This is an optimization exercise on Yosys and OpenROAD, whose aim is small area and a short achievable clock period, not a production implementation. The RTL was checked by simulation tests, not by an equivalence proof against the original design. Power and IR drop assume default switching activity.

## job 101
==> flow/design.v <==
module scope_capture (
  input  logic        clk,
  input  logic        reset,
  input  logic [11:0] sin_in,
  input  logic [11:0] cos_in,
  input  logic [11:0] squ_in,
  input  logic [11:0] saw_in,
  input  logic [1:0]  sel,
  input  logic [11:0] trig_level,
  input  logic        trig_slope,
  input  logic [7:0]  decim,
  input  logic        arm,
  input  logic        abort,
  output logic        busy,
  output logic        done,
  input  logic [7:0]  rd_addr,
  output logic [11:0] rd_data
);
  logic        busy_q, done_q, capt_q;
  logic [1:0]  sel_q;
  logic [11:0] level_q;
  logic        slope_q;
  logic [7:0]  decim_q;
  logic [7:0]  rem_q;       
  logic        zero_q;      
  logic [7:0]  wptr_q;
  logic        rise_q;      
  logic        fall_q;      
  logic [11:0] chan [4];
  assign chan[0] = sin_in;
  assign chan[1] = cos_in;
  assign chan[2] = squ_in;
  assign chan[3] = saw_in;
  logic [3:0] ge, le;
  always_comb begin
    for (int c = 0; c < 4; c++) begin
      ge[c] = (chan[c] >= level_q);
      le[c] = (chan[c] <= level_q);
    end
  end
  logic [11:0] cur;
  logic        cur_ge, cur_le;
  assign cur    = chan[sel_q];
  assign cur_ge = ge[sel_q];
  assign cur_le = le[sel_q];
  logic strobe, hit, last, arm_ok;
  assign strobe = busy_q & zero_q;
  assign hit    = (rise_q & cur_ge) | (fall_q & cur_le);
  assign last   = &wptr_q;
  assign arm_ok = arm & ~abort & ~busy_q;
  always_ff @(posedge clk or negedge reset) begin
    if (!reset) begin
      busy_q <= 1'b0;
      done_q <= 1'b0;
      capt_q <= 1'b0;
    end else if (abort) begin
      busy_q <= 1'b0;
      done_q <= 1'b0;
      capt_q <= 1'b0;
    end else if (arm_ok) begin
      busy_q <= 1'b1;
      done_q <= 1'b0;
      capt_q <= 1'b0;
    end else if (strobe) begin
      if (!capt_q) begin
        if (hit) capt_q <= 1'b1;
      end else if (last) begin
        busy_q <= 1'b0;
        done_q <= 1'b1;
        capt_q <= 1'b0;
      end
    end
  end
  always_ff @(posedge clk) begin
    if (arm_ok) begin
      sel_q   <= sel;
      level_q <= trig_level;
      slope_q <= trig_slope;
      decim_q <= decim;
      rem_q   <= decim;
      zero_q  <= (decim == 8'd0);
      wptr_q  <= 8'd0;
      rise_q  <= 1'b0;
      fall_q  <= 1'b0;
    end else if (!abort && busy_q) begin
      if (zero_q) begin
        rem_q  <= decim_q;
        zero_q <= (decim_q == 8'd0);
        if (!capt_q) begin
          rise_q <= slope_q & ~cur_ge;
          fall_q <= ~slope_q & ~cur_le;
          if (hit) wptr_q <= 8'd1;
        end else if (!last) begin
          wptr_q <= wptr_q + 8'd1;
        end
      end else begin
        rem_q  <= rem_q - 8'd1;
        zero_q <= (rem_q == 8'd1);
      end
    end
  end
  logic        pend_q;
  logic [7:0]  paddr_q;
  logic [11:0] pdata_q;     
  always_ff @(posedge clk) begin
    pend_q  <= ~abort & strobe & (capt_q | hit);
    paddr_q <= wptr_q;
    pdata_q <= ~cur;
  end
  logic [11:0]  mem_q [256];
  logic [255:0] we;
  always_comb begin
    for (int k = 0; k < 256; k++) we[k] = pend_q & (paddr_q == 8'(k));
  end
  always_ff @(posedge clk) begin
    for (int k = 0; k < 256; k++)
      if (we[k]) mem_q[k] <= pdata_q;
  end
  logic [15:0]  rsel_lo, rsel_hi;
  always_comb begin
    for (int i = 0; i < 16; i++) begin
      rsel_lo[i] = (rd_addr[3:0] == 4'(i));
      rsel_hi[i] = (rd_addr[7:4] == 4'(i));
    end
  end
  logic [255:0] rsel_n;
  for (genvar k = 0; k < 256; k++) begin : g_sel
    scope_nand2 u_sel (.a(rsel_hi[k / 16]), .b(rsel_lo[k % 16]), .y(rsel_n[k]));
  end
  logic byp;
  assign byp = pend_q & (paddr_q == rd_addr);
  logic [11:0] rd_d;
  for (genvar b = 0; b < 12; b++) begin : g_rd
    logic [127:0] p0;
    for (genvar g = 0; g < 128; g++) begin : g_leaf
      scope_o22ai u_leaf (
        .a1(rsel_n[2*g]),   .a2(mem_q[2*g][b]),
        .b1(rsel_n[2*g+1]), .b2(mem_q[2*g+1][b]),
        .y (p0[g])
      );
    end
    logic [63:0] n1;
    logic [15:0] p2;
    logic [7:0]  n3;
    logic [3:0]  p4;
    logic [1:0]  n5;
    logic        t6;
    for (genvar i = 0; i < 64; i++) begin : g_l1
      scope_nor2 u (.a(p0[2*i]), .b(p0[2*i+1]), .y(n1[i]));
    end
    for (genvar i = 0; i < 16; i++) begin : g_l2
      scope_nand4 u (.a(n1[4*i]), .b(n1[4*i+1]), .c(n1[4*i+2]), .d(n1[4*i+3]), .y(p2[i]));
    end
    for (genvar i = 0; i < 8; i++) begin : g_l3
      scope_nor2 u (.a(p2[2*i]), .b(p2[2*i+1]), .y(n3[i]));
    end
    for (genvar i = 0; i < 4; i++) begin : g_l4
      scope_nand2 u (.a(n3[2*i]), .b(n3[2*i+1]), .y(p4[i]));
    end
    for (genvar i = 0; i < 2; i++) begin : g_l5
      scope_nor2 u (.a(p4[2*i]), .b(p4[2*i+1]), .y(n5[i]));
    end
    scope_a21oi u_l6 (.a1(n5[0]), .a2(n5[1]), .b1(byp), .y(t6));
    scope_a21o  u_l7 (.a1(byp), .a2(~pdata_q[b]), .b1(t6), .y(rd_d[b]));
  end
  logic [11:0] rd_q;
  always_ff @(posedge clk or negedge reset) begin
    if (!reset) rd_q <= 12'd0;
    else        rd_q <= rd_d;
  end
  assign busy    = busy_q;
  assign done    = done_q;
  assign rd_data = rd_q;
endmodule
module scope_o22ai (input logic a1, a2, b1, b2, output logic y);
  assign y = ~((a1 | a2) & (b1 | b2));
endmodule
module scope_nand2 (input logic a, b, output logic y);
  assign y = ~(a & b);
endmodule
module scope_nor2 (input logic a, b, output logic y);
  assign y = ~(a | b);
endmodule
module scope_nand4 (input logic a, b, c, d, output logic y);
  assign y = ~(a & b & c & d);
endmodule
module scope_a21oi (input logic a1, a2, b1, output logic y);
  assign y = ~((a1 & a2) | b1);
endmodule
module scope_a21o (input logic a1, a2, b1, output logic y);
  assign y = (a1 & a2) | b1;
endmodule
clock: 5.0 ns
lec_check: 0
cap_margin: 20
core_margin: 2
core_utilization: 60
cts_cluster_diameter: 60
cts_cluster_size: 25
setup_slack_margin: 2.6
slew_margin: 20
synth_hierarchical: 1
synth_minimum_keep_size: 0
run.sh (not shown) runs the stock make flow with config.mk's settings and CLKGATE_MAP_FILE= SYNTH_SCRIPT=/design/flow/synth_recipe.tcl, a recipe that flattens the netlist after the stock synthesis.
Setup changes, job 101 to job 102
--- a/flow/design.v
+++ b/flow/design.v
@@ -115,18 +115,17 @@
   always_ff @(posedge clk) begin
     for (int k = 0; k < 256; k++)
       if (we[k]) mem_q[k] <= pdata_q;
   end
-  logic [15:0]  rsel_lo, rsel_hi;
-  always_comb begin
-    for (int i = 0; i < 16; i++) begin
-      rsel_lo[i] = (rd_addr[3:0] == 4'(i));
-      rsel_hi[i] = (rd_addr[7:4] == 4'(i));
-    end
+  logic [15:0] rsel_lo [4];
+  logic [15:0] rsel_hi;
+  for (genvar c = 0; c < 4; c++) begin : g_plo
+    scope_dec4 u_dec (.a(rd_addr[3:0]), .y(rsel_lo[c]));
   end
+  scope_dec4 u_dec_hi (.a(rd_addr[7:4]), .y(rsel_hi));
   logic [255:0] rsel_n;
   for (genvar k = 0; k < 256; k++) begin : g_sel
-    scope_nand2 u_sel (.a(rsel_hi[k / 16]), .b(rsel_lo[k % 16]), .y(rsel_n[k]));
+    scope_nand2 u_sel (.a(rsel_hi[k / 16]), .b(rsel_lo[k / 64][k % 16]), .y(rsel_n[k]));
   end
   logic byp;
   assign byp = pend_q & (paddr_q == rd_addr);
   logic [11:0] rd_d;
@@ -189,4 +188,9 @@
 endmodule
 module scope_a21o (input logic a1, a2, b1, output logic y);
   assign y = (a1 & a2) | b1;
 endmodule
+module scope_dec4 (input logic [3:0] a, output logic [15:0] y);
+  always_comb begin
+    for (int i = 0; i < 16; i++) y[i] = (a == 4'(i));
+  end
+endmodule
## What came out
- Re maximum fanout encountered on the critical timing path: job 102 is 13 up on job 101.
- For job 102, the capture point of the worst path was rd_q[6], unlike job 101, where it was rd_q[1].
- Job 102 finished every step from synthesis to the final layout, and the layout passed the timing, DRC and antenna checks.
- Going from job 101 to job 102, average cell area after synthesis held steady, number of iterations in the first detailed-routing pass dropped 2, clock network power share shows no meaningful change, met1 capacity usage during global routing dropped 0.28 points.
- Height of the die of job 102 exceeds that of job 101 slightly.
- Comparing job 101 with job 102, the tightest hold margin came out essentially unchanged.

re-timing with driven ports:
The flow's constraints put no driver on any port. The routed layouts listed below were extracted and timed again, unchanged, in two steps.
Step 1, drivers: a clkbuf_16 drives clk and a buf_2 each remaining input, both assumed.
Step 2 adds t to the input delays and takes it off the output delays; t is the mean of the earliest and latest rising clock arrival at the registers after step 1. Input paths then give back, and output paths get back, about the clock's delay inside the block.
a / b / c = ideal / step 1 / step 2; a / b = the first two.
| run | t (ns) | setup slack, ns | worst register clock-pin slew, ns | worst slew at a driven data input, ns |
|---|---|---|---|---|
| job 101 | 0.960 | 2.132 / 2.149 / 1.188 | 0.10 / 0.10 | 0.14 |
| job 102 | 0.955 | 2.195 / 1.872 / 0.917 | 0.10 / 0.10 | 0.58 |
After both steps setup and hold are still met in every run listed. The setup slack of job 102, which loses most, moves by -0.323 ns with the drivers and by -1.278 ns with both steps.
